This design comes from an exercise in tuning for small area and a short achievable clock period on the open sky130 flow, not from production work.
At most, simulation tests tie the RTL to the original design; equivalence was not proved.

## build 82
==> flow/design.v <==
package dmem_pkg;
  localparam int DMEM_DEPTH = 64;
endpackage
module dmem_lane (
  input  logic       clk,
  input  logic       s,
  input  logic       sn,
  input  logic [7:0] d,
  output logic [7:0] q
);
  always_ff @(posedge clk) begin
    q <= ({8{s}} & d) | ({8{sn}} & q);
  end
endmodule
module dmem_wdec (
  input  logic a,
  input  logic b,
  input  logic c,
  output logic s,
  output logic sn
);
  assign s  = a & b & c;
  assign sn = ~(a & b & c);
endmodule
module dmem_rd2 (
  input  logic [31:0] a,
  input  logic [31:0] b,
  input  logic        sa,
  input  logic        sb,
  output logic [31:0] y_n
);
  assign y_n = ~(({32{sa}} & a) | ({32{sb}} & b));
endmodule
module dmem_nand2 (
  input  logic [31:0] a,
  input  logic [31:0] b,
  output logic [31:0] y
);
  assign y = ~(a & b);
endmodule
module dmem_nand3 (
  input  logic [31:0] a,
  input  logic [31:0] b,
  input  logic [31:0] c,
  output logic [31:0] y
);
  assign y = ~(a & b & c);
endmodule
module dmem_nand4 (
  input  logic [31:0] a,
  input  logic [31:0] b,
  input  logic [31:0] c,
  input  logic [31:0] d,
  output logic [31:0] y
);
  assign y = ~(a & b & c & d);
endmodule
module dmem_nor3 (
  input  logic [31:0] a,
  input  logic [31:0] b,
  input  logic [31:0] c,
  output logic [31:0] y
);
  assign y = ~(a | b | c);
endmodule
module dmem_array #(
  parameter int DEPTH = 64
) (
  input  logic             clk,
  input  logic             rst_n,
  input  logic [7:0]       wa,        
  input  logic [7:0]       wb,        
  input  logic [3:0]       wlane,     
  input  logic [31:0]      wdata,
  input  logic [DEPTH-1:0] rsel,      
  input  logic             rd,        
  output logic [31:0]      rnext      
);
  logic [31:0] mem_q [DEPTH];
  logic [31:0] rdata_r;
  logic [31:0] t1_n [33];    
  logic [31:0] t2 [9];       
  logic [31:0] t3_n [3];     
  logic [31:0] rmux_s;
  for (genvar k = 0; k < DEPTH; k++) begin : g_word
    for (genvar l = 0; l < 4; l++) begin : g_lane
      logic s, sn;
      dmem_wdec u_dec (
        .a (wa[k / 8]),
        .b (wb[k % 8]),
        .c (wlane[l]),
        .s (s),
        .sn(sn)
      );
      dmem_lane u_lane (
        .clk(clk),
        .s  (s),
        .sn (sn),
        .d  (wdata[8*l +: 8]),
        .q  (mem_q[k][8*l +: 8])
      );
    end
  end
  for (genvar j = 0; j < DEPTH / 2; j++) begin : g_rd1
    dmem_rd2 u_rd (
      .a (mem_q[2*j]), .b (mem_q[2*j+1]),
      .sa(rsel[2*j]), .sb(rsel[2*j+1]),
      .y_n(t1_n[j])
    );
  end
  dmem_nand2 u_hold (.a({32{~rd}}), .b(rdata_r), .y(t1_n[32]));
  for (genvar j = 0; j < 6; j++) begin : g_rd2
    dmem_nand4 u_g (.a(t1_n[4*j]), .b(t1_n[4*j+1]), .c(t1_n[4*j+2]),
                    .d(t1_n[4*j+3]), .y(t2[j]));
  end
  for (genvar j = 0; j < 3; j++) begin : g_rd2b
    dmem_nand3 u_g (.a(t1_n[24+3*j]), .b(t1_n[24+3*j+1]), .c(t1_n[24+3*j+2]),
                    .y(t2[6+j]));
  end
  for (genvar j = 0; j < 3; j++) begin : g_rd3
    dmem_nor3 u_g (.a(t2[3*j]), .b(t2[3*j+1]), .c(t2[3*j+2]), .y(t3_n[j]));
  end
  dmem_nand3 u_rd4 (.a(t3_n[0]), .b(t3_n[1]), .c(t3_n[2]), .y(rmux_s));
  always_ff @(posedge clk or negedge rst_n) begin
    if (!rst_n) begin
      rdata_r <= 32'h0000_0000;
    end else begin
      rdata_r <= rmux_s;
    end
  end
  assign rnext = rmux_s;
endmodule
module dmem_responder #(
  parameter int WAIT_CYCLES = 1,
  parameter int DEPTH       = dmem_pkg::DMEM_DEPTH
) (
  input  logic        clk,
  input  logic        rst_n,
  input  logic        req,
  input  logic        we,
  input  logic [7:0]  addr,
  input  logic [31:0] wdata,
  input  logic [3:0]  be,
  output logic [31:0] rdata,
  output logic        ack,
  output logic        err
);
  localparam int AW = $clog2(DEPTH);
  logic        busy_r, resp_r, mis_r;
  logic        ack_r, err_r;
  logic        idle_s, accept_s, mis_in_s, go_s;
  logic [3:0]  be_s;
  logic [7:0]       wa_r, wb_r;
  logic [31:0]      cap_wdata_r;
  logic [3:0]       wlane_r;
  logic             rd_r;
  logic [DEPTH-1:0] rsel_r;
  logic [31:0]      rnext_s;
  logic [31:0]      rdata_r;
  assign idle_s   = ~(busy_r | resp_r | mis_r);
  assign accept_s = idle_s & req;
  assign mis_in_s = |addr[1:0];
  assign go_s     = accept_s & ~mis_in_s;
  assign be_s     = be;
  always_ff @(posedge clk or negedge rst_n) begin
    if (!rst_n) begin
      busy_r  <= 1'b0;
      resp_r  <= 1'b0;
      mis_r   <= 1'b0;
      ack_r   <= 1'b0;
      err_r   <= 1'b0;
      wlane_r <= 4'b0000;
      rd_r    <= 1'b0;
      rsel_r  <= '0;
    end else begin
      busy_r  <= go_s;
      mis_r   <= accept_s & mis_in_s;
      resp_r  <= busy_r;
      ack_r   <= resp_r | mis_r;
      err_r   <= mis_r;
      wlane_r <= {4{go_s & we}} & be_s;
      rd_r    <= go_s & ~we;
      for (int k = 0; k < DEPTH; k++) begin
        rsel_r[k] <= go_s & ~we & (addr[2 +: AW] == AW'(k));
      end
    end
  end
  always_ff @(posedge clk) begin
    for (int i = 0; i < 8; i++) begin
      wa_r[i] <= (addr[7:5] == 3'(i));
      wb_r[i] <= (addr[4:2] == 3'(i));
    end
    cap_wdata_r <= wdata;
  end
  dmem_array #(.DEPTH(DEPTH)) u_array (
    .clk  (clk),
    .rst_n(rst_n),
    .wa   (wa_r),
    .wb   (wb_r),
    .wlane(wlane_r),
    .wdata(cap_wdata_r),
    .rsel (rsel_r),
    .rd   (rd_r),
    .rnext(rnext_s)
  );
  always_ff @(posedge clk or negedge rst_n) begin
    if (!rst_n) begin
      rdata_r <= 32'h0000_0000;
    end else begin
      rdata_r <= rnext_s;
    end
  end
  assign rdata = rdata_r;
  assign ack = ack_r;
  assign err = err_r;
endmodule
Settings: LEC_CHECK=0, CAP_MARGIN=20, CORE_MARGIN=2, CORE_UTILIZATION=65, CTS_CLUSTER_DIAMETER=70, CTS_CLUSTER_SIZE=24, SETUP_SLACK_MARGIN=2.7, SLEW_MARGIN=20, SYNTH_HIERARCHICAL=1; clock period 5.0 ns.
run.sh (not shown) runs the stock make flow with config.mk's settings and CLKGATE_MAP_FILE= SYNTH_SCRIPT=/design/flow/synth_recipe.tcl, a recipe that flattens the netlist after the stock synthesis.
Per the final summary, build 82 finished and its layout is clean on timing, DRC and antenna.
Setup changes, build 82 to trial 18
--- a/flow/design.v
+++ b/flow/design.v
@@ -71,13 +71,13 @@
   input  logic [7:0]       wa,        
   input  logic [7:0]       wb,        
   input  logic [3:0]       wlane,     
   input  logic [31:0]      wdata,
   input  logic [DEPTH-1:0] rsel,      
   input  logic             rd,        
-  output logic [31:0]      rnext      
+  output logic [31:0]      rdata
 );
   logic [31:0] mem_q [DEPTH];
   logic [31:0] rdata_r;
   logic [31:0] t1_n [33];    
   logic [31:0] t2 [9];       
   logic [31:0] t3_n [3];     
@@ -125,13 +125,13 @@
     if (!rst_n) begin
       rdata_r <= 32'h0000_0000;
     end else begin
       rdata_r <= rmux_s;
     end
   end
-  assign rnext = rmux_s;
+  assign rdata = rdata_r;
 endmodule
 module dmem_responder #(
   parameter int WAIT_CYCLES = 1,
   parameter int DEPTH       = dmem_pkg::DMEM_DEPTH
 ) (
   input  logic        clk,
@@ -152,14 +152,12 @@
   logic [3:0]  be_s;
   logic [7:0]       wa_r, wb_r;
   logic [31:0]      cap_wdata_r;
   logic [3:0]       wlane_r;
   logic             rd_r;
   logic [DEPTH-1:0] rsel_r;
-  logic [31:0]      rnext_s;
-  logic [31:0]      rdata_r;
   assign idle_s   = ~(busy_r | resp_r | mis_r);
   assign accept_s = idle_s & req;
   assign mis_in_s = |addr[1:0];
   assign go_s     = accept_s & ~mis_in_s;
   assign be_s     = be;
   always_ff @(posedge clk or negedge rst_n) begin
@@ -198,19 +196,11 @@
     .wa   (wa_r),
     .wb   (wb_r),
     .wlane(wlane_r),
     .wdata(cap_wdata_r),
     .rsel (rsel_r),
     .rd   (rd_r),
-    .rnext(rnext_s)
+    .rdata(rdata)
   );
-  always_ff @(posedge clk or negedge rst_n) begin
-    if (!rst_n) begin
-      rdata_r <= 32'h0000_0000;
-    end else begin
-      rdata_r <= rnext_s;
-    end
-  end
-  assign rdata = rdata_r;
   assign ack = ack_r;
   assign err = err_r;
 endmodule
==> results.txt <==
On share of the clock period used by the worst path, trial 18 and build 82 are neck and neck. Vias: trial 18 more than build 82. Trial 18 vs build 82 — slew at the pin closest to its max-slew limit rose 25 ps. Summary of trial 18 over build 82: instance area after placement down about 0.9%, global routing usage summed across all routing layers picked up an extra 2.2 points, slack of the critical path grew by 7.2 ps. Trial 18 against build 82: signal arrival time at the worst endpoint roughly the same, final cell area excluding filler cells roughly the same.
For build 82, only the layout was checked, not whether the RTL still works.

-- afterwards: timing with drivers on the ports --
The results above use ideal ports. As a check the final layouts listed here were re-extracted and re-timed, cells and wires unchanged.
Step 1 assumes that a clkbuf_16 drives the clock port and a buf_2 every other input.
Step 2, shift: input delay + t, output delay - t, t = (earliest + latest rising clock arrival at the registers) / 2. This alone moves slack from input paths to output paths.
a / b / c = ideal ports / drivers / drivers and shift; a / b = the first two.
run | shift t [ns] | setup slack, ns | slew at the worst register clock pin (ns)
build 82 | 0.857 | 2.552 / 2.476 / 2.008 | 0.10 / 0.10
trial 18 | 0.875 | 2.559 / 2.476 / 1.888 | 0.10 / 0.10
After both steps every run listed still meets setup and hold. The setup slack of trial 18, which loses most, moves by -0.083 ns with the drivers and by -0.671 ns with both steps.
